Background: an optimization exercise with open tools, aiming at small area, a short achievable clock period and few clock cycles per item. Do not read the settings as production practice.
Function was not checked in any run shown here: the RTL went through the layout flow alone.
Power and IR drop assume default switching activity.

--- flow/config.mk ---
export PLATFORM = sky130hd
export DESIGN_NAME = tone_pattern_sequencer_top
export DESIGN_NICKNAME = tone_pattern_sequencer_top
export VERILOG_FILES = /design/flow/design.v
export SDC_FILE = /design/flow/constraint.sdc
export NUM_CORES = 4
export LEC_CHECK = 0
export CAP_MARGIN = 20
export CORE_MARGIN = 2
export CORE_UTILIZATION = 40
export SLEW_MARGIN = 20
--- flow/constraint.sdc ---
create_clock -name core_clock -period 5.5 [get_ports {clk_i}]
set_input_delay 1.1000 -clock core_clock [delete_from_list [all_inputs] [get_ports {clk_i}]]
set_output_delay 1.1000 -clock core_clock [all_outputs]
set_load 0.01 [all_outputs]
--- flow/design.v ---
`default_nettype none
package tps_pkg;
  localparam int DUTY_BITS  = 10;
  localparam int TIME_BITS  = 32;
  localparam int FREQ_BITS  = 16;
  localparam int CFG_DUTY_W = 10;
  localparam int CFG_DATA_W = 16;
  localparam int DUTY_MAX   = (1 << DUTY_BITS) - 1;
  typedef logic [TIME_BITS-1:0] time_t;
  typedef logic [DUTY_BITS-1:0] duty_t;
  typedef logic [FREQ_BITS-1:0] freq_t;
  typedef logic [2:0]           pat_t;
  typedef logic [2:0]           pos_t;
  localparam pat_t PAT_NONE    = 3'd0;
  localparam pat_t PAT_WARNING = 3'd6;
  localparam pat_t PAT_ERROR   = 3'd7;
  typedef enum logic [2:0] {
    OP_TICK   = 3'd0,
    OP_START  = 3'd1,
    OP_CUSTOM = 3'd2,
    OP_STOP   = 3'd3,
    OP_ENABLE = 3'd4
  } op_e;
  typedef enum logic [1:0] {
    CFG_NORMAL_DUTY = 2'd0,
    CFG_STRONG_DUTY = 2'd1,
    CFG_WARN_REPEAT = 2'd2,
    CFG_ERR_REPEAT  = 2'd3
  } cfg_idx_e;
  typedef enum logic [1:0] {
    LVL_OFF    = 2'd0,
    LVL_NORMAL = 2'd1,
    LVL_STRONG = 2'd2
  } lvl_e;
  typedef struct packed {
    logic [CFG_DUTY_W-1:0] normal_duty;
    logic [CFG_DUTY_W-1:0] strong_duty;
    logic [15:0]           warning_repeat_ms;
    logic [15:0]           error_repeat_ms;
  } cfg_t;
  typedef struct packed {
    logic [2:0]  operation;
    time_t       now_ms;
    logic [3:0]  pattern_id;
    logic [15:0] custom_freq_hz;
    logic [15:0] custom_duty;
    logic [15:0] custom_length_ms;
    logic        enable_value;
  } in_item_t;
  typedef struct packed {
    logic  tone_on;
    freq_t tone_freq_hz;
    duty_t tone_duty;
    logic  busy;
  } res_t;
  typedef struct packed {
    freq_t      freq;
    logic [7:0] dur;
    lvl_e       level;
  } step_t;
endpackage
`default_nettype wire
`default_nettype none
import tps_pkg::*;
module tps_cfg_regs (
  input  wire logic                  clk_i,
  input  wire logic                  rst_ni,
  input  wire logic                  cfg_valid_i,
  output logic                       cfg_ready_o,
  input  wire logic [1:0]            cfg_index_i,
  input  wire logic [CFG_DATA_W-1:0] cfg_data_i,
  output tps_pkg::cfg_t              cfg_o,
  output logic                       warn_rep_nz_o,
  output logic                       err_rep_nz_o
);
  tps_pkg::cfg_t cfg_q;
  logic          wnz_q, enz_q;
  assign cfg_ready_o = 1'b1;
  always_ff @(posedge clk_i or negedge rst_ni) begin
    if (!rst_ni) begin
      cfg_q.normal_duty       <= CFG_DUTY_W'(512);
      cfg_q.strong_duty       <= CFG_DUTY_W'(1023);
      cfg_q.warning_repeat_ms <= 16'd2000;
      cfg_q.error_repeat_ms   <= 16'd1000;
      wnz_q                   <= 1'b1;
      enz_q                   <= 1'b1;
    end else if (cfg_valid_i) begin
      if (cfg_index_i == CFG_NORMAL_DUTY) cfg_q.normal_duty <= cfg_data_i[CFG_DUTY_W-1:0];
      if (cfg_index_i == CFG_STRONG_DUTY) cfg_q.strong_duty <= cfg_data_i[CFG_DUTY_W-1:0];
      if (cfg_index_i == CFG_WARN_REPEAT) begin
        cfg_q.warning_repeat_ms <= cfg_data_i[15:0];
        wnz_q                   <= (cfg_data_i[15:0] != '0);
      end
      if (cfg_index_i == CFG_ERR_REPEAT) begin
        cfg_q.error_repeat_ms <= cfg_data_i[15:0];
        enz_q                 <= (cfg_data_i[15:0] != '0);
      end
    end
  end
  assign cfg_o         = cfg_q;
  assign warn_rep_nz_o = wnz_q;
  assign err_rep_nz_o  = enz_q;
endmodule
`default_nettype wire
`default_nettype none
import tps_pkg::*;
module tps_core (
  input  wire logic                 clk_i,
  input  wire logic                 rst_ni,
  input  wire logic                 take_i,
  input  wire logic [2:0]           operation_i,
  input  wire logic [TIME_BITS-1:0] now_i,
  input  wire logic [3:0]           pattern_id_i,
  input  wire logic [15:0]          cust_freq_i,
  input  wire logic [15:0]          cust_duty_i,
  input  wire logic [15:0]          cust_len_i,
  input  wire logic                 enable_i,
  input  wire tps_pkg::cfg_t        cfg_i,
  input  wire logic                 wnz_i,
  input  wire logic                 enz_i,
  output logic                      tone_on_o,
  output logic [FREQ_BITS-1:0]      freq_o,
  output logic [DUTY_BITS-1:0]      duty_o,
  output logic                      busy_o
);
  localparam logic [4:0] S_IDLE  = 5'd0;
  localparam logic [4:0] S_P6    = 5'd16;
  localparam logic [4:0] S_WAIT6 = 5'd17;
  localparam logic [4:0] S_P7    = 5'd18;
  localparam logic [4:0] S_WAIT7 = 5'd21;
  function automatic tps_pkg::step_t step_of(logic [4:0] s);
    tps_pkg::step_t t;
    case (s)
      5'd1:  t = {16'd880,  8'd90,  tps_pkg::LVL_NORMAL};
      5'd2:  t = {16'd0,    8'd30,  tps_pkg::LVL_OFF};
      5'd3:  t = {16'd1175, 8'd90,  tps_pkg::LVL_NORMAL};
      5'd4:  t = {16'd0,    8'd30,  tps_pkg::LVL_OFF};
      5'd5:  t = {16'd1568, 8'd120, tps_pkg::LVL_NORMAL};
      5'd6:  t = {16'd1568, 8'd90,  tps_pkg::LVL_NORMAL};
      5'd7:  t = {16'd0,    8'd30,  tps_pkg::LVL_OFF};
      5'd8:  t = {16'd1175, 8'd90,  tps_pkg::LVL_NORMAL};
      5'd9:  t = {16'd0,    8'd30,  tps_pkg::LVL_OFF};
      5'd10: t = {16'd880,  8'd120, tps_pkg::LVL_NORMAL};
      5'd11: t = {16'd1568, 8'd60,  tps_pkg::LVL_NORMAL};
      5'd12: t = {16'd0,    8'd40,  tps_pkg::LVL_OFF};
      5'd13: t = {16'd2093, 8'd80,  tps_pkg::LVL_NORMAL};
      5'd14: t = {16'd1175, 8'd60,  tps_pkg::LVL_NORMAL};
      5'd15: t = {16'd3000, 8'd25,  tps_pkg::LVL_STRONG};
      5'd16: t = {16'd1175, 8'd60,  tps_pkg::LVL_NORMAL};
      5'd18: t = {16'd880,  8'd70,  tps_pkg::LVL_STRONG};
      5'd19: t = {16'd0,    8'd100, tps_pkg::LVL_OFF};
      5'd20: t = {16'd880,  8'd70,  tps_pkg::LVL_STRONG};
      default: t = {16'd0,  8'd0,   tps_pkg::LVL_OFF};
    endcase
    step_of = t;
  endfunction
  function automatic logic [4:0] first_of(tps_pkg::pat_t pat);
    logic [4:0] s;
    case (pat)
      3'd1:    s = 5'd1;
      3'd2:    s = 5'd6;
      3'd3:    s = 5'd11;
      3'd4:    s = 5'd14;
      3'd5:    s = 5'd15;
      3'd6:    s = S_P6;
      3'd7:    s = S_P7;
      default: s = S_IDLE;
    endcase
    first_of = s;
  endfunction
  function automatic logic [4:0] after_of(logic [4:0] s, logic wnz, logic enz);
    logic [4:0] n;
    case (s)
      5'd1, 5'd2, 5'd3, 5'd4,
      5'd6, 5'd7, 5'd8, 5'd9,
      5'd11, 5'd12,
      5'd18, 5'd19:   n = s + 5'd1;
      S_P6:           n = wnz ? S_WAIT6 : S_IDLE;
      S_WAIT6:        n = wnz ? S_P6 : S_IDLE;
      5'd20:          n = enz ? S_WAIT7 : S_IDLE;
      S_WAIT7:        n = enz ? S_P7 : S_IDLE;
      default:        n = S_IDLE;
    endcase
    after_of = n;
  endfunction
  logic           en_q, en_d;
  logic           cust_q, cust_d;
  logic           on_q, on_d;
  logic [4:0]     step_q, step_d;
  tps_pkg::time_t due_q, due_d;
  tps_pkg::time_t start_q, start_d;
  tps_pkg::freq_t freq_q, freq_d;
  tps_pkg::duty_t duty_q, duty_d;
  logic           is_wait, wait_nz, ends;
  logic [15:0]    rep;
  logic           ge;
  tps_pkg::time_t now_plus, next_rep;
  logic           cust_zero;
  tps_pkg::pat_t  new_pat;
  logic           op_tick, op_start, op_cust, op_stop, op_en;
  logic [4:0]     t_step, s_step;
  logic           t_begin;
  tps_pkg::step_t tstp, sstp;
  tps_pkg::freq_t tfreq, sfreq;
  tps_pkg::duty_t tduty, sduty, cduty;
  logic           ton, son;
  assign op_tick  = (operation_i == OP_TICK);
  assign op_start = (operation_i == OP_START);
  assign op_cust  = (operation_i == OP_CUSTOM);
  assign op_stop  = (operation_i == OP_STOP);
  assign op_en    = (operation_i == OP_ENABLE);
  assign is_wait  = (step_q == S_WAIT6) || (step_q == S_WAIT7);
  assign wait_nz  = ((step_q == S_WAIT6) && wnz_i) || ((step_q == S_WAIT7) && enz_i);
  assign ends     = is_wait && !wait_nz;
  assign rep      = (step_q == 5'd20) ? cfg_i.error_repeat_ms : cfg_i.warning_repeat_ms;
  assign next_rep = start_q + TIME_BITS'(rep);
  assign cust_zero = (cust_freq_i == '0) || (cust_duty_i == '0) || (cust_len_i == '0);
  assign new_pat   = pattern_id_i[3] ? PAT_NONE : pattern_id_i[2:0];
  assign ge = (now_i >= due_q);
  assign t_step  = after_of(step_q, wnz_i, enz_i);
  assign t_begin = (t_step != S_IDLE) && (t_step != S_WAIT6) && (t_step != S_WAIT7);
  assign tstp    = step_of(t_step);
  assign tduty   = (tstp.level == tps_pkg::LVL_NORMAL) ? cfg_i.normal_duty :
                   (tstp.level == tps_pkg::LVL_STRONG) ? cfg_i.strong_duty : '0;
  assign ton     = (tstp.freq != '0) && (tduty != '0);
  assign tfreq   = ton ? tstp.freq : '0;
  assign s_step = first_of(new_pat);
  assign sstp   = step_of(s_step);
  assign sduty  = (sstp.level == tps_pkg::LVL_NORMAL) ? cfg_i.normal_duty :
                  (sstp.level == tps_pkg::LVL_STRONG) ? cfg_i.strong_duty : '0;
  assign son    = (sstp.freq != '0) && (sduty != '0);
  assign sfreq  = son ? sstp.freq : '0;
  assign cduty = (|cust_duty_i[15:10]) ? 10'h3FF : cust_duty_i[9:0];
  assign now_plus = now_i + (op_cust  ? TIME_BITS'(cust_len_i) :
                             op_start ? TIME_BITS'(sstp.dur) : TIME_BITS'(tstp.dur));
  always_comb begin
    en_d    = en_q;
    cust_d  = cust_q;
    on_d    = on_q;
    step_d  = step_q;
    due_d   = due_q;
    start_d = start_q;
    freq_d  = freq_q;
    duty_d  = duty_q;
    if (take_i) begin
      if (op_tick) begin
        if (ends) step_d = S_IDLE;
        if (ge) begin
          cust_d = 1'b0;
          step_d = t_step;
          on_d   = ton;
          freq_d = tfreq;
          duty_d = ton ? tduty : '0;
          due_d  = t_begin ? now_plus : next_rep;
          if (is_wait) start_d = now_i;
        end
      end
      if (op_start) begin
        due_d   = now_plus;
        start_d = now_i;
        if (en_q) begin
          cust_d = 1'b0;
          step_d = s_step;
          on_d   = son;
          freq_d = sfreq;
          duty_d = son ? sduty : '0;
        end
      end
      if (op_cust) begin
        due_d = now_plus;
        if (en_q) begin
          step_d = S_IDLE;
          cust_d = !cust_zero;
          on_d   = !cust_zero;
          freq_d = cust_zero ? '0 : cust_freq_i;
          duty_d = cust_zero ? '0 : cduty;
        end
      end
      if (op_stop || (op_en && !enable_i)) begin
        step_d = S_IDLE;
        cust_d = 1'b0;
        on_d   = 1'b0;
        freq_d = '0;
        duty_d = '0;
      end
      if (op_en) en_d = enable_i;
    end
  end
  always_ff @(posedge clk_i or negedge rst_ni) begin
    if (!rst_ni) begin
      en_q   <= 1'b1;
      cust_q <= 1'b0;
      on_q   <= 1'b0;
      step_q <= S_IDLE;
      freq_q <= '0;
      duty_q <= '0;
    end else begin
      en_q   <= en_d;
      cust_q <= cust_d;
      on_q   <= on_d;
      step_q <= step_d;
      freq_q <= freq_d;
      duty_q <= duty_d;
    end
  end
  always_ff @(posedge clk_i) begin
    due_q   <= due_d;
    start_q <= start_d;
  end
  assign tone_on_o = on_q;
  assign freq_o    = freq_q;
  assign duty_o    = duty_q;
  assign busy_o    = cust_q || (step_q != S_IDLE && !ends);
endmodule
`default_nettype wire
`default_nettype none
import tps_pkg::*;
module tone_pattern_sequencer_top (
  input  wire logic                  clk_i,
  input  wire logic                  rst_ni,
  input  wire logic                  in_valid_i,
  output logic                       in_stall_o,
  input  wire logic [2:0]            operation_i,
  input  wire logic [TIME_BITS-1:0]  now_ms_i,
  input  wire logic [3:0]            pattern_id_i,
  input  wire logic [15:0]           custom_freq_hz_i,
  input  wire logic [15:0]           custom_duty_i,
  input  wire logic [15:0]           custom_length_ms_i,
  input  wire logic                  enable_value_i,
  output logic                       out_valid_o,
  input  wire logic                  out_stall_i,
  output logic                       tone_on_o,
  output logic [FREQ_BITS-1:0]       tone_freq_hz_o,
  output logic [DUTY_BITS-1:0]       tone_duty_o,
  output logic                       busy_res_o,
  input  wire logic                  cfg_valid_i,
  output logic                       cfg_ready_o,
  input  wire logic [1:0]            cfg_index_i,
  input  wire logic [CFG_DATA_W-1:0] cfg_data_i
);
  logic          out_vld_q;
  logic          take;
  tps_pkg::cfg_t cfg;
  logic          wnz, enz;
  assign in_stall_o = out_vld_q && out_stall_i;
  assign take       = in_valid_i && !in_stall_o;
  tps_cfg_regs u_cfg (
    .clk_i       (clk_i),
    .rst_ni      (rst_ni),
    .cfg_valid_i (cfg_valid_i),
    .cfg_ready_o (cfg_ready_o),
    .cfg_index_i (cfg_index_i),
    .cfg_data_i  (cfg_data_i),
    .cfg_o       (cfg),
    .warn_rep_nz_o (wnz),
    .err_rep_nz_o  (enz)
  );
  tps_core u_core (
    .clk_i        (clk_i),
    .rst_ni       (rst_ni),
    .take_i       (take),
    .operation_i  (operation_i),
    .now_i        (now_ms_i),
    .pattern_id_i (pattern_id_i),
    .cust_freq_i  (custom_freq_hz_i),
    .cust_duty_i  (custom_duty_i),
    .cust_len_i   (custom_length_ms_i),
    .enable_i     (enable_value_i),
    .cfg_i        (cfg),
    .wnz_i        (wnz),
    .enz_i        (enz),
    .tone_on_o    (tone_on_o),
    .freq_o       (tone_freq_hz_o),
    .duty_o       (tone_duty_o),
    .busy_o       (busy_res_o)
  );
  always_ff @(posedge clk_i or negedge rst_ni) begin
    if (!rst_ni) begin
      out_vld_q <= 1'b0;
    end else begin
      out_vld_q <= take || in_stall_o;
    end
  end
  assign out_valid_o = out_vld_q;
endmodule
`default_nettype wire
--- flow/run.sh ---
#!/bin/bash
# synth_recipe.tcl (not shown) runs the flow's synth.tcl, then flattens the netlist and writes it again
# the make line also repeats each setting of config.mk as NAME=value (left out here)
make -C /OpenROAD-flow-scripts/flow DESIGN_CONFIG=/design/flow/config.mk WORK_HOME=/design/flow/orfs CLKGATE_MAP_FILE= SYNTH_SCRIPT=/design/flow/synth_recipe.tcl finish
==> results of run 1 <==
flip-flops by register name, indices dropped and copies added, names as in the netlist, 5 cells and up:
signal          cells
u_core.duty_q      10
u_cfg.cfg_q        52
u_core.step_q       5
u_core.due_q       32
u_core.freq_q      16
u_core.start_q     32
logic make-up (layout without fill, tap and decap cells):
group,count (synthesis),in the layout
compound gates,373,373
simple gates,354,354
flops,153,153
buf+inv,109,336
mux,94,94
fa+ha+maj,82,82
xor+xnor,63,63
other cells,1,1
metal layers:
| metal | part of all wire (%) | global-route usage [%] | up-vias |
|---|---|---|---|
| met3 | 4.6 | 3.171 | 52 |
| li1 | - | - | 5030 |
| met2 | 46 | 38.01 | 316 |
| met5 | 0.025 | 0 | - |
| met1 | 46 | 32.27 | 5057 |
| met4 | 3.1 | 8.578 | 2 |
power groups by stage:
stage / Combinational, mW / Clock [mW] / Sequential (mW)
2_1_floorplan: 1.16 / 0 / 1.48
3_3_place_gp: 1.88 / 0 / 1.49
4_1_cts: 1.90 / 1.23 / 1.48
5_1_grt: 2.13 / 1.28 / 1.49
3_5_place_dp: 1.88 / 0 / 1.50
6_report: 1.93 / 1.21 / 1.48
layout make-up:
class | instances | area (um^2)
Timing Repair Buffer | 247 | 2235
Clock buffer | 17 | 425.4
Multi-Input combinational cell | 967 | 7097
Inverter | 57 | 214.0
Clock inverter | 15 | 173.9
Fill cell | 2643 | 13820
Sequential cell | 153 | 4182
Tap cell | 384 | 480.5
repair_timing:
| action | 4_1_cts | 5_1_grt |
|---|---|---|
| gates resized for setup | 0 | 22 |
| setup buffers | 0 | 4 |
| setup endpoints to repair | 0 | 16 |
critical path: cells and delay by family (launching register included):
kind | cells | cell delay [ps]
AOI/OAI and AO/OA | 11 | 1960
buffers and inverters | 6 | 880
adders and majority gates | 3 | 790
and+or+nand+nor | 5 | 570
DFF | 1 | 420
muxes | 2 | 140
xor gates and xnor gates | 1 | 140
through the flow:
step | setup slack, ps | TNS (ps) | cells
after CTS | 53.42 | 0 | 1835
after floorplan | 41.57 | 0 | 1229
after global placement | -43.88 | -163.8 | 1803
after global routing | -8.029 | -13.32 | 1840
after detailed placement | -90.53 | -555.8 | 1803
final | 317.1 | 0 | 1840
cell usage in the layout (no fill, tap or decap), drive strengths merged, types with 15 or more instances in the layout:
cell / n
dfrtp: 63
edfxtp: 64
a21oi: 92
inv: 65
buf: 108
nand3: 46
mux2i: 19
nor2b: 17
nor2: 70
a22oi: 18
xnor2: 35
nand2: 87
a21o: 21
ha: 80
and2: 18
mux2: 75
clkdlybuf4s50: 139
o21ai: 94
clkbuf: 17
xor2: 28
nor3: 27
nor4: 22
dfstp: 26
o211ai: 15
how the worst min path moves through the flow:
stage	from	to	slack (ps)	depth (start not counted)
2_1_floorplan	u_cfg.wnz_q	u_cfg.wnz_q	460	2
3_3_place_gp	u_cfg.cfg_q[10]	u_cfg.cfg_q[10]	480	1
3_5_place_dp	u_core.freq_q[2]	u_core.freq_q[2]	480	2
4_1_cts	u_core.freq_q[2]	u_core.freq_q[2]	500	2
5_1_grt	u_cfg.cfg_q[10]	u_cfg.cfg_q[10]	520	1
6_report	u_core.freq_q[2]	u_core.freq_q[2]	500	2
==> impl_metrics.yaml, run 1 <==
timing:
  finalSetupViolCount: 0
  final_hold_viol_count: 0
  relSlewSlack_pct: 33.46
  layout_worst_path_cycle_share_pct: 94.23
  finClkSkew_ps: 14.46
  period_minus_slack_ps: 5183
  tightest_slew_ps: 993.8
  fmax_mhz: 192.9
  finalMaxSlewViolations: 0
  whs_ps: 496.2
synth:
  synth_top_area_share_pct: 16.57
  syn_area_per_cell_um2: 9.437
  yosys-top-cells-area: "edfxtp_1 17%, dfrtp_1 14%, ha_1 8.6%"
  synth_warnings: 3
  synth_commonest_cells: "89 x a21oi_1, 89 x o21ai_0, 86 x nand2_1, 80 x ha_1, 74 x mux2_2"
  synth-compound-area-share_pct: 21.65
  synth_top_family_by_area: "compound AO/OA/AOI/OAI gates"
  synth-adder-area-share_pct: 8.975
  synth.area.mux_share_pct: 8.954
  synthFlopType: "edfxtp_1"
  synth_top_area_cell: "edfxtp_1"
  ys_seq_elements: 153
  synthXorXnorAreaFrac_pct: 4.822
  synth_edf_count: 64
  async_reset_ff_share_pct: 58.17
  synth_simple_gate_area_share_pct: 15.72
  yosysUniqueCellTypes: 96
  synth_nets: 1422
  syn_inst: 1229
  yosysSeqAreaShare_pct: 36.05
  netlist_area_mm2: 0.01160
clock_tree:
  root_buffer: "clkbuf_16"
  hold_buffers: 0
  cts_made_buffers: 17
  htree_num_levels: 4
  clockBufferDepth: 2
  worst_skew_pair.late_latency_ps: 440
  cts_num_sinks: 153
  cts_tree: "built"
  clkSlewWorstSetupHoldPaths_ps: 80
min_path:
  hp-class: "reg -> reg"
final_layout:
  diodes: 0
  fin_util_pct: 51.73
  drive_above_1_share_pct: 20.26
  nNetsFinal: 1636
  syn_to_final_growth_pct: 27.66
  stdcell_area_mm2: 0.01481
floorplanning:
  start_util_pct: 40.52
  row_count: 62
  core_area_mm2: 0.02863
  die_width_um: 174.3
  io-pin-count: 142
  die_h_um: 174.3
  die-area_mm2: 0.03038
grt:
  grt.overflow.total: 0
  grt_pass1_vias: 10300
  grt_pass1_wl_um: 56650
  grt_max_degree: 55
  grtUsageTotal_pct: 23.54
  antenna_found_initial: 1
power:
  intPower_mw: 2.912
  p_comb_share_pct: 41.8
  seq_power_share_pct: 32.0
  p_sw_mw: 1.710
  clockPowerShare_pct: 26.3
  switching_share_pct: 36.99
  power.total_mw: 4.622
  power_density_mw_per_mm2: 312.1
  power_leakage_nw: 6.034
  ir_drop_uv: 168.9
route:
  wl_um: 35500
  drc_errors: 0
  antenna_left: 0
  vias: 10457
  viasPerCell: 5.683
  drt_first_pass_iters: 6
  drtIter0Drc: 931
  avgRoutedWirePerCell_um: 19.29
outcome:
  outcome: "timing/DRC/antenna clean"
setup_path:
  reg2reg_from: "u_core.step_q[0]"
  crit_slowest_cell: "dfrtp_1"
  path_max_fanout: 7
  r2r_setup_slack_ps: 320
  endpoint_kind: "flip-flop"
  cp-start-kind: "flip-flop"
  endpoint: "u_core.due_q[26]"
  crit_required_ps: 5660
  reg2reg_to: "u_core.due_q[26]"
  critPathArrivalTime_ps: 5340
  crit_start: "u_core.step_q[0]"
  cp_common_cell: "buf_4"
  path_class: "reg -> reg"
  cp_slowest_stage_delay_ps: 420
  rr_worst_depth: 28
placement:
  place.port_buffers: 140
  routabilityCongestion: 0.9467
  postPlaceCellArea_mm2: 0.01408
  dpl.hpwl_um: 27280
job:
  maxCapViolations: 0
==> run 2: changes to the inputs <==
--- a/flow/config.mk
+++ b/flow/config.mk
@@ -10,2 +10,3 @@
 export CORE_UTILIZATION = 40
+export SETUP_SLACK_MARGIN = 3.0
 export SLEW_MARGIN = 20
==> impl_metrics.yaml, run 2 <==
outcome:
  outcome: "timing/DRC/antenna clean"
timing:
  finClkSkew_ps: 14.11
  fmax_mhz: 199.6
  rsz0062_at_grt: "true"
  finalSetupViolCount: 0
  layout_worst_path_cycle_share_pct: 91.11
  finalSetupTns_ps: 0
  period_minus_slack_ps: 5011
  relSlewSlack_pct: 26.89
  finalMaxSlewViolations: 0
  final_hold_viol_count: 0
  tightest_slew_ps: 1097
power:
  seq_power_share_pct: 29.7
  clockPowerShare_pct: 23.8
  p_comb_share_pct: 46.5
  ir_drop_uv: 215.7
  power.total_mw: 5.000
  intPower_mw: 3.157
  power_density_mw_per_mm2: 308.4
  power_leakage_nw: 6.910
  p_sw_mw: 1.844
  switching_share_pct: 36.87
synth:
  synth_warnings: 3
  syn_inst: 1229
  synth_edf_count: 64
  async_reset_ff_share_pct: 58.17
  synth_top_area_share_pct: 16.57
  yosysUniqueCellTypes: 96
  synth_top_area_cell: "edfxtp_1"
  yosys-top-cells-area: "edfxtp_1 17%, dfrtp_1 14%, ha_1 8.6%"
  syn_area_per_cell_um2: 9.437
  netlist_area_mm2: 0.01160
  ys_seq_elements: 153
  yosysSeqAreaShare_pct: 36.05
  synth_nets: 1422
  synth_commonest_cells: "89 x a21oi_1, 89 x o21ai_0, 86 x nand2_1, 80 x ha_1, 74 x mux2_2"
  synthFlopType: "edfxtp_1"
route:
  antenna_left: 0
  wl_um: 37560
  viasPerCell: 5.685
  vias: 10642
  avgRoutedWirePerCell_um: 20.06
  drc_errors: 0
  drt_first_pass_iters: 5
  drtIter0Drc: 736
final_layout:
  nNetsFinal: 1668
  n_fill_cell: 2536
  multiInputGateArea_mm2: 0.007933
  diodes: 0
  reg_top3: "u_cfg.cfg_q x52, u_core.due_q x32, u_core.start_q x32"
  final_cell_mix: "113 x buf_4, 89 x clkdlybuf4s50_1, 80 x nand2_1"
  syn_to_final_growth_pct: 39.82
  final_common_cell: "buf_4"
  largest_register: "u_cfg.cfg_q"
  largest_reg_flops: 52
  drive_above_1_share_pct: 30.44
  seqCellArea_mm2: 0.004185
clock_tree:
  root_buffer: "clkbuf_16"
  cts_tree: "built"
  cts_num_sinks: 153
  worst_skew_pair.late_latency_ps: 430
  clockBufferDepth: 2
  htree_num_levels: 4
  cts_made_buffers: 17
  clkSlewWorstSetupHoldPaths_ps: 70
job:
  maxCapViolations: 0
grt:
  grt_pass1_vias: 10584
  grtUsageTotal_pct: 23.98
  grt_pass1_wl_um: 57950
  antenna_found_initial: 0
  grt_max_degree: 49
  grt.overflow.total: 0
setup_path:
  path_max_fanout: 8
  crit_start: "u_core.step_q[0]"
  endpoint_kind: "flip-flop"
  crit_required_ps: 5680
  path_class: "reg -> reg"
  cp-start-kind: "flip-flop"
  reg2reg_from: "u_core.step_q[0]"
  critPathArrivalTime_ps: 5190
floorplanning:
  die_width_um: 174.3
  die-area_mm2: 0.03038
  start_util_pct: 40.52
  die_h_um: 174.3
  core_area_mm2: 0.02863
  row_count: 62
  io-pin-count: 142
placement:
  dpl.hpwl_um: 27010
  routabilityCongestion: 0.9476
  place.port_buffers: 140
min_path:
  min_from: "u_cfg.cfg_q[12]"
  hp-class: "reg -> reg"
## run 2: cell count changes in the layout (fill, tap and decap cells not counted), sizes merged
| cell | previous run | this run |
|---|---|---|
| dlygate4sd2 | 0 | 2 |
| clkinv | 7 | 4 |
| nor2 | 70 | 71 |
| clkinvlp | 0 | 1 |
| clkbuf | 17 | 28 |
| dlymetal6s2s | 0 | 42 |
| buf | 108 | 136 |
| clkdlybuf4s50 | 139 | 89 |
## run 2: cell type report
type | instances | share of cell area, %
clock inverter | 13 | 0.7407
inverter | 57 | 1.489
clock buffer | 19 | 2.862
tap | 384 | 2.963
sequential | 153 | 25.81
timing repair buffer | 278 | 17.22
multi-input combinational | 968 | 48.92
## run 2: layer usage
metal  global-route usage [%]  share of wire, %
met5                        0                 0
met2                    40.69                48
met3                    3.237               4.9
met4                    7.668               2.7
met1                    31.64                45
## run 2: worst max-delay path, stage by stage, from the launching register on
cell and delay (ps):
dfrtp_2 490, inv_4 120, ha_4 130, o21ba_4 150, nor2b_4 180, nor2_4 60
o21ai_4 150, inv_4 70, ha_4 180, inv_4 60, a211oi_2 30, a311oi_2 340
buf_4 180, or2_4 130, o21ai_4 60, o21ai_2 160, o21ai_2 80, fa_2 350
a21o_1 230, a221oi_4 320, o31ai_2 110, nand3_1 110, a31oi_2 110, o41a_1 480
nand3_1 180, xor2_1 190, mux2i_1 100
## run 2: stage by stage
step / cells / setup WS [ps] / area, um^2 / utilization (%) / hold slack (ps)
3_3_place_gp: 1758 / 51.17 / 14120 / 49.32 / 483.0
5_1_grt: 1872 / 268.1 / 16220 / 56.65 / 517.5
6_report: 1872 / 488.8 / 16220 / 56.65 / 503.8
4_1_cts: 1834 / 492.8 / 15310 / 53.50 / 507.4
2_1_floorplan: 1229 / 758.3 / 12070 / - / 457.2
3_5_place_dp: 1760 / -77.06 / 14170 / 49.51 / 492.2
## run 2: final timing paths
| check | cells after the start | slack (ps) | endpoint |
|---|---|---|---|
| max | 26 | 490 | u_core.due_q[26] |
| min | 1 | 500 | u_cfg.cfg_q[12] |
| max reg2reg | 26 | 490 | u_core.due_q[26] |
| min reg2reg | 1 | 500 | u_cfg.cfg_q[12] |
| max in group asynchronous | 2 | 3800 | u_cfg.cfg_q[2] |
| min in group asynchronous | 1 | 670 | u_core.duty_q[4] |
## run 2: what timing repair did
item / in CTS / in global routing
buffers inserted: 40 / 34
gates resized for setup: 66 / 147
pin swaps: 57 / 55
hold buffers: 0 / 0
endpoints found under the setup margin: 143 / 178
gates cloned: 2 / 4
## run 2: kinds of logic (layout without fill, tap and decap cells)
logic type                 count (synthesis)  after routing  share of synthesized area, %
and+or+nand+nor                          354            355                         15.72
other                                      1              1                       0.03233
DFF                                      153            153                         36.05
xor gates and xnor gates                  63             63                         4.822
adders and majority gates                 82             82                         8.975
buffers and inverters                    109            367                         3.797
muxes                                     94             94                         8.954
AOI/OAI and AO/OA                        373            373                         21.65
## run 2: power groups by stage
stage / clock (mW) / sequential (mW) / combinational, mW
floorplan: 0 / 1.49 / 1.25
global placement: 0 / 1.50 / 1.87
detailed placement: 0 / 1.51 / 1.89
CTS: 1.22 / 1.48 / 2.15
global route: 1.26 / 1.50 / 2.51
finish: 1.19 / 1.49 / 2.33
==> run 3: changes to the inputs <==
--- a/flow/design.v
+++ b/flow/design.v
@@ -173,11 +173,19 @@
     case (s)
-      5'd1, 5'd2, 5'd3, 5'd4,
-      5'd6, 5'd7, 5'd8, 5'd9,
-      5'd11, 5'd12,
-      5'd18, 5'd19:   n = s + 5'd1;
-      S_P6:           n = wnz ? S_WAIT6 : S_IDLE;
-      S_WAIT6:        n = wnz ? S_P6 : S_IDLE;
-      5'd20:          n = enz ? S_WAIT7 : S_IDLE;
-      S_WAIT7:        n = enz ? S_P7 : S_IDLE;
-      default:        n = S_IDLE;
+      5'd1:    n = 5'd2;
+      5'd2:    n = 5'd3;
+      5'd3:    n = 5'd4;
+      5'd4:    n = 5'd5;
+      5'd6:    n = 5'd7;
+      5'd7:    n = 5'd8;
+      5'd8:    n = 5'd9;
+      5'd9:    n = 5'd10;
+      5'd11:   n = 5'd12;
+      5'd12:   n = 5'd13;
+      5'd18:   n = 5'd19;
+      5'd19:   n = 5'd20;
+      S_P6:    n = wnz ? S_WAIT6 : S_IDLE;
+      S_WAIT6: n = wnz ? S_P6 : S_IDLE;
+      5'd20:   n = enz ? S_WAIT7 : S_IDLE;
+      S_WAIT7: n = enz ? S_P7 : S_IDLE;
+      default: n = S_IDLE;
     endcase
@@ -185,2 +193,39 @@
   endfunction
+  function automatic tps_pkg::time_t add_16(tps_pkg::time_t a, logic [15:0] b);
+    logic [31:0] g, p, gg, pp, ng, np;
+    logic [31:0] c;
+    int          lvl, i, k;
+    g = {16'd0, a[15:0] & b};
+    p = {a[31:16], a[15:0] ^ b};
+    gg = g;
+    pp = p;
+    for (lvl = 0; lvl < 5; lvl = lvl + 1) begin
+      ng = gg;
+      np = pp;
+      for (i = 0; i < 32; i = i + 1) begin
+        if (((i >> lvl) & 1) == 1) begin
+          k = ((i >> lvl) << lvl) - 1;
+          ng[i] = gg[i] | (pp[i] & gg[k]);
+          np[i] = pp[i] & pp[k];
+        end
+      end
+      gg = ng;
+      pp = np;
+    end
+    c = {gg[30:0], 1'b0};
+    add_16 = p ^ c;
+  endfunction
+  function automatic logic ge_32(tps_pkg::time_t a, tps_pkg::time_t b);
+    logic [31:0] g, e;
+    int          w, i;
+    g = a & ~b;
+    e = ~(a ^ b);
+    for (w = 32; w > 1; w = w / 2) begin
+      for (i = 0; i < w / 2; i = i + 1) begin
+        g[i] = g[2*i+1] | (e[2*i+1] & g[2*i]);
+        e[i] = e[2*i+1] & e[2*i];
+      end
+    end
+    ge_32 = g[0] | e[0];
+  endfunction
   logic           en_q, en_d;
@@ -215,6 +260,6 @@
   assign rep      = (step_q == 5'd20) ? cfg_i.error_repeat_ms : cfg_i.warning_repeat_ms;
-  assign next_rep = start_q + TIME_BITS'(rep);
+  assign next_rep = add_16(start_q, rep);
   assign cust_zero = (cust_freq_i == '0) || (cust_duty_i == '0) || (cust_len_i == '0);
   assign new_pat   = pattern_id_i[3] ? PAT_NONE : pattern_id_i[2:0];
-  assign ge = (now_i >= due_q);
+  assign ge = ge_32(now_i, due_q);
   assign t_step  = after_of(step_q, wnz_i, enz_i);
@@ -233,4 +278,4 @@
   assign cduty = (|cust_duty_i[15:10]) ? 10'h3FF : cust_duty_i[9:0];
-  assign now_plus = now_i + (op_cust  ? TIME_BITS'(cust_len_i) :
-                             op_start ? TIME_BITS'(sstp.dur) : TIME_BITS'(tstp.dur));
+  assign now_plus = add_16(now_i, op_cust  ? cust_len_i :
+                                   op_start ? 16'(sstp.dur) : 16'(tstp.dur));
   always_comb begin
==> impl_metrics.yaml, run 3 <==
route:
  wl_um: 37850
  vias: 10472
  viasPerCell: 5.719
  avgRoutedWirePerCell_um: 20.67
  antenna_left: 0
  drtIter0Drc: 792
  drt_first_pass_iters: 5
  drc_errors: 0
placement:
  place.port_buffers: 140
  dpl.hpwl_um: 25170
  pre_cts_ws_ps: -2.032
  postPlaceCellArea_mm2: 0.01335
  routabilityCongestion: 0.8984
timing:
  finClkSkew_ps: 17.44
  rsz0062_at_grt: "true"
  finalSetupTns_ps: 0
  finalSetupViolCount: 0
  layout_worst_path_cycle_share_pct: 82.73
  period_minus_slack_ps: 4550
  tightest_slew_ps: 739.5
  relSlewSlack_pct: 50.49
  setup_slack_ps: 950.0
  final_hold_viol_count: 0
  fmax_mhz: 219.8
  finalMaxSlewViolations: 0
clock_tree:
  worst_skew_pair.late_latency_ps: 450
  cts_made_buffers: 17
  htree_num_levels: 4
  cts_tree: "built"
  clkSlewWorstSetupHoldPaths_ps: 80
  clockBufferDepth: 2
  root_buffer: "clkbuf_16"
  cts_num_sinks: 153
final_layout:
  stdcell_area_mm2: 0.01620
  drive_above_1_share_pct: 36.39
  reg_top3: "u_cfg.cfg_q x52, u_core.due_q x32, u_core.start_q x32"
  final_cell_mix: "125 x buf_4, 81 x nand2_1, 80 x clkdlybuf4s50_1"
  largest_reg_flops: 52
  nNetsFinal: 1632
  syn_to_final_growth_pct: 45.80
  fin_util_pct: 58.81
  n_fill_cell: 2288
  largest_register: "u_cfg.cfg_q"
  final_common_cell: "buf_4"
grt:
  grt_util_met3_pct: 4.441
  grt_pass1_vias: 10036
  grt_util_met2_pct: 41.81
  antenna_found_initial: 5
  grt_pass1_wl_um: 55600
  grt.overflow.total: 0
  grtUsageTotal_pct: 24.79
  globalRoute.busiestLayer: "met2"
  met1_usage_pct: 31.85
  grt_max_degree: 55
floorplanning:
  die_h_um: 170.7
  core_area_mm2: 0.02755
  die_width_um: 170.7
  start_util_pct: 40.33
  row_count: 61
  die-area_mm2: 0.02913
  io-pin-count: 142
synth:
  synth_top_area_cell: "edfxtp_1"
  synth_edf_count: 64
  synth_top_area_share_pct: 17.29
  syn_area_per_cell_um2: 9.572
  async_reset_ff_share_pct: 58.17
  synth_most_common_cell: "o21ai_0"
  yosys-top-cells-area: "edfxtp_1 17%, dfrtp_1 14%, ha_1 8.4%"
  yosysSeqAreaShare_pct: 37.63
  synth_warnings: 3
  synth_nets: 1355
  synthFlopType: "edfxtp_1"
  ys_seq_elements: 153
  syn_inst: 1161
  yosysUniqueCellTypes: 85
  synth_commonest_cells: "90 x o21ai_0, 89 x nand2_1, 75 x ha_1, 74 x mux2_2"
  netlist_area_mm2: 0.01111
outcome:
  outcome: "timing/DRC/antenna clean"
power:
  p_sw_mw: 1.723
  switching_share_pct: 36.92
  clockPowerShare_pct: 27.4
  seq_power_share_pct: 31.6
  power.total_mw: 4.666
  power_density_mw_per_mm2: 288.0
  p_comb_share_pct: 41.1
  intPower_mw: 2.943
  ir_drop_uv: 170.2
  power_leakage_nw: 6.648
job:
  maxCapViolations: 0
setup_path:
  path_max_fanout: 8
  endpoint_kind: "flip-flop"
  path_class: "reg -> reg"
  cp-start-kind: "flip-flop"
  crit_required_ps: 5690
  critPathArrivalTime_ps: 4740
min_path:
  hp-class: "reg -> reg"
run 3: cell types whose count changed after synthesis, sizes merged, moves of 7 or more:
cell / change
nor2: -10
nand3: -21
o211ai: -7
nor2b: -7
inv: +10
and3: -7
xnor2: -20
a21oi: -25
run 3: area by class of cell:
class / count / area [um^2] / share of cell area [%]
timing repair buffer: 316 / 3065 / 18.92
sequential: 153 / 4188 / 25.85
inverter: 67 / 255.2 / 1.575
clock inverter: 15 / 211.5 / 1.305
clock buffer: 17 / 425.4 / 2.625
multi-input combinational: 883 / 7580 / 46.78
tap: 378 / 473.0 / 2.919
antenna: 2 / 5.005 / 0.03089
run 3: power groups by stage:
stage               Clock, mW  Combinational [mW]  Sequential, mW
floorplan                   0               0.929            1.46
global placement            0                1.37            1.49
detailed placement          0                1.38            1.50
CTS                      1.29                1.62            1.47
global route             1.34                2.06            1.49
finish                   1.28                1.92            1.47
run 3: repair_timing:
action	in CTS	in global routing
gates cloned	4	5
endpoints found under the hold margin	0	0
pin swaps	68	57
setup endpoints to repair	147	155
setup buffers	76	44
hold buffers	0	0
resized for setup	295	130
run 3: kinds of logic (layout without fill, tap and decap cells):
| logic type | count (synthesis) | count (layout) | share of synthesized area, % |
|---|---|---|---|
| multiplexers | 93 | 93 | 9.210 |
| AO/OA/AOI/OAI | 347 | 347 | 20.98 |
| flip-flops | 153 | 153 | 37.63 |
| XOR/XNOR | 45 | 45 | 3.547 |
| buffers and inverters | 125 | 415 | 4.425 |
| AND/OR/NAND/NOR | 314 | 314 | 14.30 |
| other | 1 | 3 | 0.03374 |
| adder cells (fa/ha/maj) | 83 | 83 | 9.885 |
run 3: worst max-delay path, cell delays in order, from the launching register on:
cell and delay [ps]:
dfrtp_2 510, or3b_1 420, a31oi_2 230, a21boi_4 270
a21oi_2 50, o211ai_1 270, o311ai_2 180, o21a_1 160
ha_1 270, nor2b_4 130, o31a_1 340, o41ai_4 300
a31oi_4 170, a2111oi_4 390, buf_6 170, nor4_4 70
nand4_1 150, xor2_1 150, mux2i_1 80
run 3: worst paths after layout:
path / startpoint / endpoint / slack, ps / cells after the start
hold reg to reg: u_core.freq_q[9] / u_core.freq_q[9] / 500 / 2
min in group asynchronous: rst_ni / u_core.duty_q[7] / 610 / 1
max in group asynchronous: rst_ni / u_cfg.cfg_q[19] / 3820 / 2
setup / recovery: u_core.step_q[1] / u_core.due_q[28] / 950 / 18
setup reg to reg: u_core.step_q[1] / u_core.due_q[28] / 950 / 18
hold / removal: u_core.freq_q[9] / u_core.freq_q[9] / 500 / 2
run 3: routing by layer:
metal	share of wire, %	up-vias	wire (um)
met5	0.12	-	46
met3	5.5	96	2087
li1	-	4930	-
met1	43	5079	16350
met2	47	361	17880
met4	3.9	6	1489
run 3: through the flow:
stage	hold WS [ps]	instances
CTS	503.8	1780
global route	520.9	1829
finish	497.5	1831
detailed placement	483.0	1668
global placement	482.8	1668
floorplan	454.6	1161
==> run 4: changes to the inputs <==
--- a/flow/config.mk
+++ b/flow/config.mk
@@ -10,3 +10,3 @@
 export CORE_UTILIZATION = 40
-export SETUP_SLACK_MARGIN = 3.0
+export SETUP_SLACK_MARGIN = 2.0
 export SLEW_MARGIN = 20
==> impl_metrics.yaml, run 4 <==
synth:
  syn_area_per_cell_um2: 9.572
  synth_most_common_cell: "o21ai_0"
  synth_top_area_share_pct: 17.29
  synth_edf_count: 64
  ys_seq_elements: 153
  yosys-top-cells-area: "edfxtp_1 17%, dfrtp_1 14%, ha_1 8.4%"
  netlist_area_mm2: 0.01111
  syn_inst: 1161
  yosysSeqAreaShare_pct: 37.63
  async_reset_ff_share_pct: 58.17
  synthFlopType: "edfxtp_1"
  synth_nets: 1355
  synth_commonest_cells: "90 x o21ai_0, 89 x nand2_1, 75 x ha_1, 74 x mux2_2"
  yosysUniqueCellTypes: 85
  synth_warnings: 3
  synth_top_area_cell: "edfxtp_1"
final_layout:
  stdcell_area_mm2: 0.01584
  multiInputGateArea_mm2: 0.007351
  nNetsFinal: 1621
  largest_reg_flops: 52
  final_common_cell: "buf_4"
  n_fill_cell: 2343
  reg_top3: "u_cfg.cfg_q x52, u_core.due_q x32, u_core.start_q x32"
  seqCellArea_mm2: 0.004188
  syn_to_final_growth_pct: 42.51
  final_cell_mix: "112 x buf_4, 105 x clkdlybuf4s50_1, 85 x nand2_1"
  fin_util_pct: 57.48
  drive_above_1_share_pct: 32.01
  largest_register: "u_cfg.cfg_q"
setup_path:
  endpoint_kind: "flip-flop"
  critPathArrivalTime_ps: 4860
  crit_required_ps: 5660
  r2r_setup_slack_ps: 800
  path_class: "reg -> reg"
  cp-start-kind: "flip-flop"
  path_max_fanout: 7
placement:
  place.port_buffers: 140
  routabilityCongestion: 0.9013
  dpl.hpwl_um: 25150
  postPlaceCellArea_mm2: 0.01323
clock_tree:
  cts_num_sinks: 153
  cts_tree: "built"
  root_buffer: "clkbuf_16"
  hold_buffers: 0
  clockBufferDepth: 2
  htree_num_levels: 4
  clkSlewWorstSetupHoldPaths_ps: 80
  cts_made_buffers: 17
  worst_skew_pair.late_latency_ps: 440
power:
  p_comb_share_pct: 39.6
  clockPowerShare_pct: 28.2
  intPower_mw: 2.926
  p_sw_mw: 1.635
  ir_drop_uv: 161.8
  power_density_mw_per_mm2: 288.0
  switching_share_pct: 35.84
  power.total_mw: 4.561
  seq_power_share_pct: 32.2
  power_leakage_nw: 6.356
route:
  drtIter0Drc: 762
  viasPerCell: 5.727
  vias: 10418
  drt_first_pass_iters: 5
  antenna_left: 0
  drc_errors: 0
  wl_um: 36380
  avgRoutedWirePerCell_um: 20.00
min_path:
  hp-class: "reg -> reg"
grt:
  grt_max_degree: 61
  antenna_found_initial: 4
  grtUsageTotal_pct: 24.35
  grt_pass1_wl_um: 55180
  grt.overflow.total: 0
  grt_pass1_vias: 10056
floorplanning:
  core_area_mm2: 0.02755
  die-area_mm2: 0.02913
  row_count: 61
  die_width_um: 170.7
  die_h_um: 170.7
  io-pin-count: 142
  start_util_pct: 40.33
job:
  maxCapViolations: 0
timing:
  finalMaxSlewViolations: 0
  whs_ps: 495.0
  tightest_slew_ps: 929.1
  finalSetupViolCount: 0
  period_minus_slack_ps: 4697
  finClkSkew_ps: 14.26
  layout_worst_path_cycle_share_pct: 85.40
  final_hold_viol_count: 0
  rsz0062_at_grt: "true"
  fmax_mhz: 212.9
  relSlewSlack_pct: 37.87
outcome:
  outcome: "timing/DRC/antenna clean"
run 4: cell count changes in the layout (fill, tap and decap cells not counted), moves of 5 or more:
cell	previous run	this run
buf_6	35	46
inv_2	10	3
clkdlybuf4s50_1	80	105
ha_1	48	53
o21ai_0	57	77
clkbuf_2	5	0
o21ai_1	21	6
o21ai_2	16	9
clkdlybuf4s15_2	9	2
buf_4	125	112
a21oi_1	41	46
run 4: final cells by class:
cell class	instances	share of cell area [%]
antenna	1	0.01580
clock buffer	17	2.686
clock inverter	15	1.390
inverter	67	1.699
multi-input combinational	884	46.41
sequential	153	26.44
tap	378	2.986
timing repair buffer	304	18.37
run 4: logic make-up after synthesis:
logic type / synth area share (%)
AND/OR/NAND/NOR: 14.30
XOR/XNOR: 3.547
other: 0.03374
buffers and inverters: 4.425
flip-flops: 37.63
adder cells (fa/ha/maj): 9.885
AO/OA/AOI/OAI: 20.98
multiplexers: 9.210
run 4: power groups by stage:
| stage | Combinational, mW | Clock, mW | Sequential, mW |
|---|---|---|---|
| 6_report | 1.81 | 1.28 | 1.47 |
| 5_1_grt | 1.95 | 1.35 | 1.49 |
| 4_1_cts | 1.59 | 1.31 | 1.47 |
| 3_5_place_dp | 1.37 | 0 | 1.50 |
| 3_3_place_gp | 1.36 | 0 | 1.49 |
| 2_1_floorplan | 0.917 | 0 | 1.46 |
run 4: what timing repair did:
action / CTS / global route
pin swaps: 59 / 56
cloned: 3 / 1
resized for setup: 207 / 111
buffers inserted: 78 / 38
endpoints found under the setup margin: 119 / 121
run 4: worst paths after layout:
check,start,end,cells after the start
max,u_core.step_q[1],u_core.due_q[25],25
min,u_core.freq_q[9],u_core.freq_q[9],2
max reg2reg,u_core.step_q[1],u_core.due_q[25],25
min reg2reg,u_core.freq_q[9],u_core.freq_q[9],2
max in group asynchronous,rst_ni,u_core.en_q,2
min in group asynchronous,rst_ni,u_cfg.cfg_q[47],1
run 4: layer usage:
layer | track usage, % | vias up | part of all wire (%)
li1 | - | 4874 | -
met1 | 31.61 | 5006 | 43
met2 | 40.10 | 439 | 46
met3 | 4.603 | 93 | 6.5
met4 | 9.625 | 6 | 3.9
met5 | 0 | - | 0.10
run 4: through the flow:
| step | cells | setup TNS [ps] | setup slack [ps] |
|---|---|---|---|
| floorplan | 1161 | 0 | 797.7 |
| global placement | 1666 | 0 | 118.9 |
| detailed placement | 1666 | -27.03 | -18.95 |
| CTS | 1779 | 0 | 981.5 |
| global route | 1818 | 0 | 637.9 |
| finish | 1819 | 0 | 802.8 |
run 4: worst max-delay path: stages (launching register included):
cell	delay, ps
dfrtp_2	460
buf_6	130
nor2b_4	140
nand4_1	140
o211a_4	220
buf_12	140
ha_4	170
inv_4	60
a21oi_2	40
a211oi_2	210
nor2_1	100
a221o_1	340
o21ai_2	80
fa_2	270
nor2b_4	50
o31a_1	280
o41ai_4	320
a31oi_4	180
a2111oi_4	310
buf_4	190
nor4_4	50
buf_6	150
buf_6	110
xor2_1	130
nor2_1	100
a21oi_1	50
==> run 5: changes to the inputs <==
--- a/flow/design.v
+++ b/flow/design.v
@@ -125,69 +125,90 @@
 );
-  localparam logic [4:0] S_IDLE  = 5'd0;
-  localparam logic [4:0] S_P6    = 5'd16;
-  localparam logic [4:0] S_WAIT6 = 5'd17;
-  localparam logic [4:0] S_P7    = 5'd18;
-  localparam logic [4:0] S_WAIT7 = 5'd21;
-  function automatic tps_pkg::step_t step_of(logic [4:0] s);
+  localparam logic [4:0] EV_IDLE = 5'd0;
+  localparam logic [4:0] EV_P1_1 = 5'd1;
+  localparam logic [4:0] EV_P1_2 = 5'd2;
+  localparam logic [4:0] EV_P1_3 = 5'd3;
+  localparam logic [4:0] EV_P1_4 = 5'd4;
+  localparam logic [4:0] EV_P2_1 = 5'd5;
+  localparam logic [4:0] EV_P2_2 = 5'd6;
+  localparam logic [4:0] EV_P2_3 = 5'd7;
+  localparam logic [4:0] EV_P2_4 = 5'd8;
+  localparam logic [4:0] EV_P3_1 = 5'd9;
+  localparam logic [4:0] EV_P3_2 = 5'd10;
+  localparam logic [4:0] EV_E     = 5'd11;
+  localparam logic [4:0] EV_E6    = 5'd12;
+  localparam logic [4:0] EV_R6    = 5'd13;
+  localparam logic [4:0] EV_P7_1 = 5'd14;
+  localparam logic [4:0] EV_P7_2 = 5'd15;
+  localparam logic [4:0] EV_E7    = 5'd16;
+  localparam logic [4:0] EV_R7    = 5'd17;
+  function automatic tps_pkg::step_t ev_step(logic [4:0] ev);
     tps_pkg::step_t t;
-    case (s)
-      5'd1:  t = {16'd880,  8'd90,  tps_pkg::LVL_NORMAL};
-      5'd2:  t = {16'd0,    8'd30,  tps_pkg::LVL_OFF};
-      5'd3:  t = {16'd1175, 8'd90,  tps_pkg::LVL_NORMAL};
-      5'd4:  t = {16'd0,    8'd30,  tps_pkg::LVL_OFF};
-      5'd5:  t = {16'd1568, 8'd120, tps_pkg::LVL_NORMAL};
-      5'd6:  t = {16'd1568, 8'd90,  tps_pkg::LVL_NORMAL};
-      5'd7:  t = {16'd0,    8'd30,  tps_pkg::LVL_OFF};
-      5'd8:  t = {16'd1175, 8'd90,  tps_pkg::LVL_NORMAL};
-      5'd9:  t = {16'd0,    8'd30,  tps_pkg::LVL_OFF};
-      5'd10: t = {16'd880,  8'd120, tps_pkg::LVL_NORMAL};
-      5'd11: t = {16'd1568, 8'd60,  tps_pkg::LVL_NORMAL};
-      5'd12: t = {16'd0,    8'd40,  tps_pkg::LVL_OFF};
-      5'd13: t = {16'd2093, 8'd80,  tps_pkg::LVL_NORMAL};
-      5'd14: t = {16'd1175, 8'd60,  tps_pkg::LVL_NORMAL};
-      5'd15: t = {16'd3000, 8'd25,  tps_pkg::LVL_STRONG};
-      5'd16: t = {16'd1175, 8'd60,  tps_pkg::LVL_NORMAL};
-      5'd18: t = {16'd880,  8'd70,  tps_pkg::LVL_STRONG};
-      5'd19: t = {16'd0,    8'd100, tps_pkg::LVL_OFF};
-      5'd20: t = {16'd880,  8'd70,  tps_pkg::LVL_STRONG};
-      default: t = {16'd0,  8'd0,   tps_pkg::LVL_OFF};
+    case (ev)
+      EV_P1_1: t = {16'd0,    8'd30,  tps_pkg::LVL_OFF};
+      EV_P1_2: t = {16'd1175, 8'd90,  tps_pkg::LVL_NORMAL};
+      EV_P1_3: t = {16'd0,    8'd30,  tps_pkg::LVL_OFF};
+      EV_P1_4: t = {16'd1568, 8'd120, tps_pkg::LVL_NORMAL};
+      EV_P2_1: t = {16'd0,    8'd30,  tps_pkg::LVL_OFF};
+      EV_P2_2: t = {16'd1175, 8'd90,  tps_pkg::LVL_NORMAL};
+      EV_P2_3: t = {16'd0,    8'd30,  tps_pkg::LVL_OFF};
+      EV_P2_4: t = {16'd880,  8'd120, tps_pkg::LVL_NORMAL};
+      EV_P3_1: t = {16'd0,    8'd40,  tps_pkg::LVL_OFF};
+      EV_P3_2: t = {16'd2093, 8'd80,  tps_pkg::LVL_NORMAL};
+      EV_R6:   t = {16'd1175, 8'd60,  tps_pkg::LVL_NORMAL};
+      EV_P7_1: t = {16'd0,    8'd100, tps_pkg::LVL_OFF};
+      EV_P7_2: t = {16'd880,  8'd70,  tps_pkg::LVL_STRONG};
+      EV_R7:   t = {16'd880,  8'd70,  tps_pkg::LVL_STRONG};
+      default: t = {16'd0,    8'd0,   tps_pkg::LVL_OFF};
     endcase
-    step_of = t;
+    ev_step = t;
   endfunction
-  function automatic logic [4:0] first_of(tps_pkg::pat_t pat);
-    logic [4:0] s;
-    case (pat)
-      3'd1:    s = 5'd1;
-      3'd2:    s = 5'd6;
-      3'd3:    s = 5'd11;
-      3'd4:    s = 5'd14;
-      3'd5:    s = 5'd15;
-      3'd6:    s = S_P6;
-      3'd7:    s = S_P7;
-      default: s = S_IDLE;
+  function automatic logic [4:0] ev_after(logic [4:0] ev, logic wnz, logic enz);
+    logic [4:0] n;
+    case (ev)
+      EV_P1_1: n = EV_P1_2;
+      EV_P1_2: n = EV_P1_3;
+      EV_P1_3: n = EV_P1_4;
+      EV_P1_4: n = EV_E;
+      EV_P2_1: n = EV_P2_2;
+      EV_P2_2: n = EV_P2_3;
+      EV_P2_3: n = EV_P2_4;
+      EV_P2_4: n = EV_E;
+      EV_P3_1: n = EV_P3_2;
+      EV_P3_2: n = EV_E;
+      EV_E6:   n = wnz ? EV_R6 : EV_IDLE;
+      EV_R6:   n = wnz ? EV_E6 : EV_IDLE;
+      EV_P7_1: n = EV_P7_2;
+      EV_P7_2: n = EV_E7;
+      EV_E7:   n = enz ? EV_R7 : EV_IDLE;
+      EV_R7:   n = enz ? EV_P7_1 : EV_IDLE;
+      default: n = EV_IDLE;
     endcase
-    first_of = s;
+    ev_after = n;
   endfunction
-  function automatic logic [4:0] after_of(logic [4:0] s, logic wnz, logic enz);
+  function automatic logic [4:0] ev_start(tps_pkg::pat_t pat);
     logic [4:0] n;
-    case (s)
-      5'd1:    n = 5'd2;
-      5'd2:    n = 5'd3;
-      5'd3:    n = 5'd4;
-      5'd4:    n = 5'd5;
-      5'd6:    n = 5'd7;
-      5'd7:    n = 5'd8;
-      5'd8:    n = 5'd9;
-      5'd9:    n = 5'd10;
-      5'd11:   n = 5'd12;
-      5'd12:   n = 5'd13;
-      5'd18:   n = 5'd19;
-      5'd19:   n = 5'd20;
-      S_P6:    n = wnz ? S_WAIT6 : S_IDLE;
-      S_WAIT6: n = wnz ? S_P6 : S_IDLE;
-      5'd20:   n = enz ? S_WAIT7 : S_IDLE;
-      S_WAIT7: n = enz ? S_P7 : S_IDLE;
-      default: n = S_IDLE;
+    case (pat)
+      3'd1:       n = EV_P1_1;
+      3'd2:       n = EV_P2_1;
+      3'd3:       n = EV_P3_1;
+      3'd4, 3'd5: n = EV_E;
+      3'd6:       n = EV_E6;
+      3'd7:       n = EV_P7_1;
+      default:    n = EV_IDLE;
+    endcase
+    ev_start = n;
+  endfunction
+  function automatic tps_pkg::step_t first_step(tps_pkg::pat_t pat);
+    tps_pkg::step_t t;
+    case (pat)
+      3'd1:    t = {16'd880,  8'd90, tps_pkg::LVL_NORMAL};
+      3'd2:    t = {16'd1568, 8'd90, tps_pkg::LVL_NORMAL};
+      3'd3:    t = {16'd1568, 8'd60, tps_pkg::LVL_NORMAL};
+      3'd4:    t = {16'd1175, 8'd60, tps_pkg::LVL_NORMAL};
+      3'd5:    t = {16'd3000, 8'd25, tps_pkg::LVL_STRONG};
+      3'd6:    t = {16'd1175, 8'd60, tps_pkg::LVL_NORMAL};
+      3'd7:    t = {16'd880,  8'd70, tps_pkg::LVL_STRONG};
+      default: t = {16'd0,    8'd0,  tps_pkg::LVL_OFF};
     endcase
-    after_of = n;
+    first_step = t;
   endfunction
@@ -233,3 +254,3 @@
   logic           on_q, on_d;
-  logic [4:0]     step_q, step_d;
+  logic [4:0]     ev_q, ev_d;
   tps_pkg::time_t due_q, due_d;
@@ -238,3 +259,3 @@
   tps_pkg::duty_t duty_q, duty_d;
-  logic           is_wait, wait_nz, ends;
+  logic           is_wait, ends;
   logic [15:0]    rep;
@@ -245,3 +266,2 @@
   logic           op_tick, op_start, op_cust, op_stop, op_en;
-  logic [4:0]     t_step, s_step;
   logic           t_begin;
@@ -256,6 +276,5 @@
   assign op_en    = (operation_i == OP_ENABLE);
-  assign is_wait  = (step_q == S_WAIT6) || (step_q == S_WAIT7);
-  assign wait_nz  = ((step_q == S_WAIT6) && wnz_i) || ((step_q == S_WAIT7) && enz_i);
-  assign ends     = is_wait && !wait_nz;
-  assign rep      = (step_q == 5'd20) ? cfg_i.error_repeat_ms : cfg_i.warning_repeat_ms;
+  assign is_wait  = (ev_q == EV_R6) || (ev_q == EV_R7);
+  assign ends     = ((ev_q == EV_R6) && !wnz_i) || ((ev_q == EV_R7) && !enz_i);
+  assign rep      = (ev_q == EV_E7) ? cfg_i.error_repeat_ms : cfg_i.warning_repeat_ms;
   assign next_rep = add_16(start_q, rep);
@@ -264,18 +283,16 @@
   assign ge = ge_32(now_i, due_q);
-  assign t_step  = after_of(step_q, wnz_i, enz_i);
-  assign t_begin = (t_step != S_IDLE) && (t_step != S_WAIT6) && (t_step != S_WAIT7);
-  assign tstp    = step_of(t_step);
+  assign tstp    = ev_step(ev_q);
+  assign t_begin = (tstp.dur != '0) && !ends;
   assign tduty   = (tstp.level == tps_pkg::LVL_NORMAL) ? cfg_i.normal_duty :
                    (tstp.level == tps_pkg::LVL_STRONG) ? cfg_i.strong_duty : '0;
-  assign ton     = (tstp.freq != '0) && (tduty != '0);
+  assign ton     = (tstp.freq != '0) && (tduty != '0) && !ends;
   assign tfreq   = ton ? tstp.freq : '0;
-  assign s_step = first_of(new_pat);
-  assign sstp   = step_of(s_step);
-  assign sduty  = (sstp.level == tps_pkg::LVL_NORMAL) ? cfg_i.normal_duty :
-                  (sstp.level == tps_pkg::LVL_STRONG) ? cfg_i.strong_duty : '0;
-  assign son    = (sstp.freq != '0) && (sduty != '0);
-  assign sfreq  = son ? sstp.freq : '0;
+  assign sstp  = first_step(new_pat);
+  assign sduty = (sstp.level == tps_pkg::LVL_NORMAL) ? cfg_i.normal_duty :
+                 (sstp.level == tps_pkg::LVL_STRONG) ? cfg_i.strong_duty : '0;
+  assign son   = (sstp.freq != '0) && (sduty != '0);
+  assign sfreq = son ? sstp.freq : '0;
   assign cduty = (|cust_duty_i[15:10]) ? 10'h3FF : cust_duty_i[9:0];
   assign now_plus = add_16(now_i, op_cust  ? cust_len_i :
-                                   op_start ? 16'(sstp.dur) : 16'(tstp.dur));
+                                  op_start ? 16'(sstp.dur) : 16'(tstp.dur));
   always_comb begin
@@ -284,3 +301,3 @@
     on_d    = on_q;
-    step_d  = step_q;
+    ev_d    = ev_q;
     due_d   = due_q;
@@ -291,6 +308,6 @@
       if (op_tick) begin
-        if (ends) step_d = S_IDLE;
+        if (ends) ev_d = EV_IDLE;
         if (ge) begin
           cust_d = 1'b0;
-          step_d = t_step;
+          ev_d   = ev_after(ev_q, wnz_i, enz_i);
           on_d   = ton;
@@ -307,3 +324,3 @@
           cust_d = 1'b0;
-          step_d = s_step;
+          ev_d   = ev_start(new_pat);
           on_d   = son;
@@ -316,3 +333,3 @@
         if (en_q) begin
-          step_d = S_IDLE;
+          ev_d   = EV_IDLE;
           cust_d = !cust_zero;
@@ -324,3 +341,3 @@
       if (op_stop || (op_en && !enable_i)) begin
-        step_d = S_IDLE;
+        ev_d   = EV_IDLE;
         cust_d = 1'b0;
@@ -338,3 +355,3 @@
       on_q   <= 1'b0;
-      step_q <= S_IDLE;
+      ev_q   <= EV_IDLE;
       freq_q <= '0;
@@ -345,3 +362,3 @@
       on_q   <= on_d;
-      step_q <= step_d;
+      ev_q   <= ev_d;
       freq_q <= freq_d;
@@ -357,3 +374,3 @@
   assign duty_o    = duty_q;
-  assign busy_o    = cust_q || (step_q != S_IDLE && !ends);
+  assign busy_o    = cust_q || (ev_q != EV_IDLE && !ends);
 endmodule
--- a/flow/config.mk
+++ b/flow/config.mk
@@ -10,3 +10,3 @@
 export CORE_UTILIZATION = 40
-export SETUP_SLACK_MARGIN = 2.0
+export SETUP_SLACK_MARGIN = 3.0
 export SLEW_MARGIN = 20
==> impl_metrics.yaml, run 5 <==
power:
  switching_share_pct: 33.51
  seq_power_share_pct: 34.8
  clockPowerShare_pct: 27.5
  power_leakage_nw: 6.511
  ir_drop_uv: 214.3
  p_comb_share_pct: 37.8
  p_sw_mw: 1.453
  power_density_mw_per_mm2: 273.1
  intPower_mw: 2.882
timing:
  finalMaxSlewViolations: 0
  period_minus_slack_ps: 3889
  finalSetupTns_ps: 0
  rsz0062_at_grt: "true"
  setup_slack_ps: 1611
  finClkSkew_ps: 15.57
  layout_worst_path_cycle_share_pct: 70.71
  final_hold_viol_count: 0
  relSlewSlack_pct: 55.06
  fmax_mhz: 257.1
  tightest_slew_ps: 667.9
  finalSetupViolCount: 0
  whs_ps: 496.0
placement:
  dp_cells: 1543
  dpl.hpwl_um: 23150
  place.port_buffers: 140
  routabilityCongestion: 0.8932
  pre_cts_ws_ps: 345.9
clock_tree:
  cts_tree: "built"
  hold_buffers: 0
  cts_num_sinks: 153
  root_buffer: "clkbuf_16"
  clkSlewWorstSetupHoldPaths_ps: 70
  clockBufferDepth: 2
  cts_made_buffers: 17
  worst_skew_pair.late_latency_ps: 430
  htree_num_levels: 4
route:
  met1Wirelength_um: 15770
  drt_first_pass_iters: 5
  viasPerCell: 5.706
  avgRoutedWirePerCell_um: 20.64
  drc_errors: 0
  top_layer_used: "met4"
  antenna_left: 0
  wl_um: 35090
  routed-wl-met3_um: 1904
  drtIter0Drc: 680
  wl_met2_um: 16610
  vias: 9701
floorplanning:
  row_count: 60
  die_h_um: 168.9
  start_util_pct: 40.59
  core_area_mm2: 0.02680
  die_width_um: 168.9
  io-pin-count: 142
  die-area_mm2: 0.02853
synth:
  synth_top_area_cell: "edfxtp_1"
  syn_area_per_cell_um2: 10.04
  yosysSeqAreaShare_pct: 38.44
  synthFlopType: "edfxtp_1"
  yosysUniqueCellTypes: 97
  synth_most_common_cell: "nand2_1"
  async_reset_ff_share_pct: 58.17
  synth_commonest_cells: "84 x nand2_1, 79 x inv_1, 69 x ha_1, 66 x nor2_1, 64 x edfxtp_1"
  synth_top_area_share_pct: 17.67
  netlist_area_mm2: 0.01088
  ys_seq_elements: 153
  synth_warnings: 3
  syn_inst: 1084
  yosys-top-cells-area: "edfxtp_1 18%, dfrtp_1 14%, ha_1 7.9%"
  synth_edf_count: 64
  synth_nets: 1272
grt:
  grt_max_degree: 51
  grt_pass1_wl_um: 52680
  grt_pass1_vias: 9553
  antenna_found_initial: 0
  grt.overflow.total: 0
  grtUsageTotal_pct: 23.71
setup_path:
  crit_required_ps: 5680
  crit_slowest_cell: "or3b_4"
  cp_common_cell: "nor2_2"
  endpoint_kind: "flip-flop"
  crit_chain: "buf_12 -> or3b_4 -> nand2_4 -> nor2_4 -> nor3_4 -> ha_1 -> a21o_1 -> a2111o_1 -> o21a_2 -> a31oi_4 -> nor2_2 -> nor2_2 -> o21bai_1 -> ha_2 -> mux2_4"
  critPathArrivalTime_ps: 4070
  path_max_fanout: 7
  cp_slowest_stage_delay_ps: 440
  cp-start-kind: "input pin"
  path_class: "in -> reg"
final_layout:
  final-instance-count-excl-fill: 1700
  reg_top3: "u_cfg.cfg_q x52, u_core.due_q x32, u_core.start_q x32"
  largest_register: "u_cfg.cfg_q"
  syn_to_final_growth_pct: 45.91
  diodes: 0
  largest_reg_flops: 52
  nNetsFinal: 1534
  final_cell_mix: "90 x buf_4, 88 x clkdlybuf4s50_1, 72 x inv_1"
  final_common_cell: "buf_4"
  drive_above_1_share_pct: 38.93
job:
  maxCapViolations: 0
outcome:
  outcome: "timing/DRC/antenna clean"
min_path:
  hp-class: "reg -> reg"
==> run 5: area by class of cell <==
| type | instances | area, um^2 |
|---|---|---|
| Clock buffer | 20 | 478.0 |
| Clock inverter | 12 | 102.6 |
| Fill cell | 2241 | 10930 |
| Inverter | 79 | 299.0 |
| Multi-Input combinational cell | 809 | 7473 |
| Sequential cell | 153 | 4188 |
| Tap cell | 341 | 426.7 |
| Timing Repair Buffer | 286 | 2907 |
==> run 5: per-layer routing <==
| metal | GRT usage (%) | vias up |
|---|---|---|
| met1 | 32.20 | 4775 |
| met5 | 0 | - |
| met2 | 39.17 | 342 |
| li1 | - | 4529 |
| met3 | 3.741 | 55 |
| met4 | 6.934 | 0 |
==> run 5: cell families (layout without fill, tap and decap cells) <==
group,count (synthesis),after routing,synth area share (%)
adder cells (fa/ha/maj),77,77,9.408
buffers and inverters,123,397,4.784
other,1,1,0.03447
multiplexers,107,107,10.58
AND/OR/NAND/NOR,300,300,14.56
XOR/XNOR,52,52,4.186
flip-flops,153,153,38.44
AO/OA/AOI/OAI,271,272,18.01
==> run 5: repair_timing <==
item,CTS,global route
pin swaps,61,96
buffers inserted,81,32
gates cloned,6,6
endpoints found under the setup margin,162,143
resized for setup,263,183
==> run 5: power by group through the flow <==
stage | Sequential [mW] | Combinational, mW | Clock (mW)
final | 1.51 | 1.64 | 1.19
after global routing | 1.53 | 1.77 | 1.25
after CTS | 1.50 | 1.52 | 1.21
after detailed placement | 1.53 | 1.31 | 0
after global placement | 1.52 | 1.29 | 0
after floorplan | 1.51 | 0.860 | 0
==> run 5: final timing paths <==
check / start / endpoint / slack (ps) / cells after the start
worst max register to register: u_core.ev_q[0] / u_core.due_q[16] / 1660 / 16
worst min register to register: u_core.freq_q[15] / u_core.freq_q[15] / 500 / 1
worst max-delay path: operation_i[1] / u_core.due_q[16] / 1610 / 15
worst min-delay path: u_core.freq_q[15] / u_core.freq_q[15] / 500 / 1
min in group asynchronous: rst_ni / u_core.duty_q[3] / 660 / 1
max in group asynchronous: rst_ni / u_core.ev_q[0] / 3760 / 2
==> run 5: through the flow <==
step	util, %	power, mW	instance area [um^2]
finish	59.23	4.335	15870
global route	59.23	4.546	15870
floorplan	-	2.374	11240
detailed placement	48.32	2.838	12950
CTS	55.82	4.230	14960
global placement	48.32	2.813	12950
==> run 5: worst max-delay path: cells and delay by family <==
kind	cells	cell delay, ps
mux	1	250
fa+ha+maj	2	520
compound gates	5	1080
buf+inv	1	110
simple gates	6	980

==> what the ideal ports hide <==
How much do the figures lean on ideal ports? The routed layouts below were timed once more, with nothing changed but the port constraints. Step 1 assumes that a clkbuf_16 drives the clock port and a buf_2 every other input. Step 2 also shifts input and output timing later by t, the mid clock arrival at the registers, as if the neighbouring blocks saw the same clock. a / b / c = ideal / step 1 / step 2; a / b = the first two.
run	t (ns)	setup WS [ns]
run 1	0.475	0.317 / 0.317 / -0.040
run 2	0.475	0.489 / 0.489 / 0.278
run 3	0.495	0.950 / 0.950 / 0.525
run 4	0.483	0.803 / 0.803 / 0.369
run 5	0.473	1.611 / 1.598 / 1.125
With both steps, setup timing fails in run 1, where it was met with ideal ports.
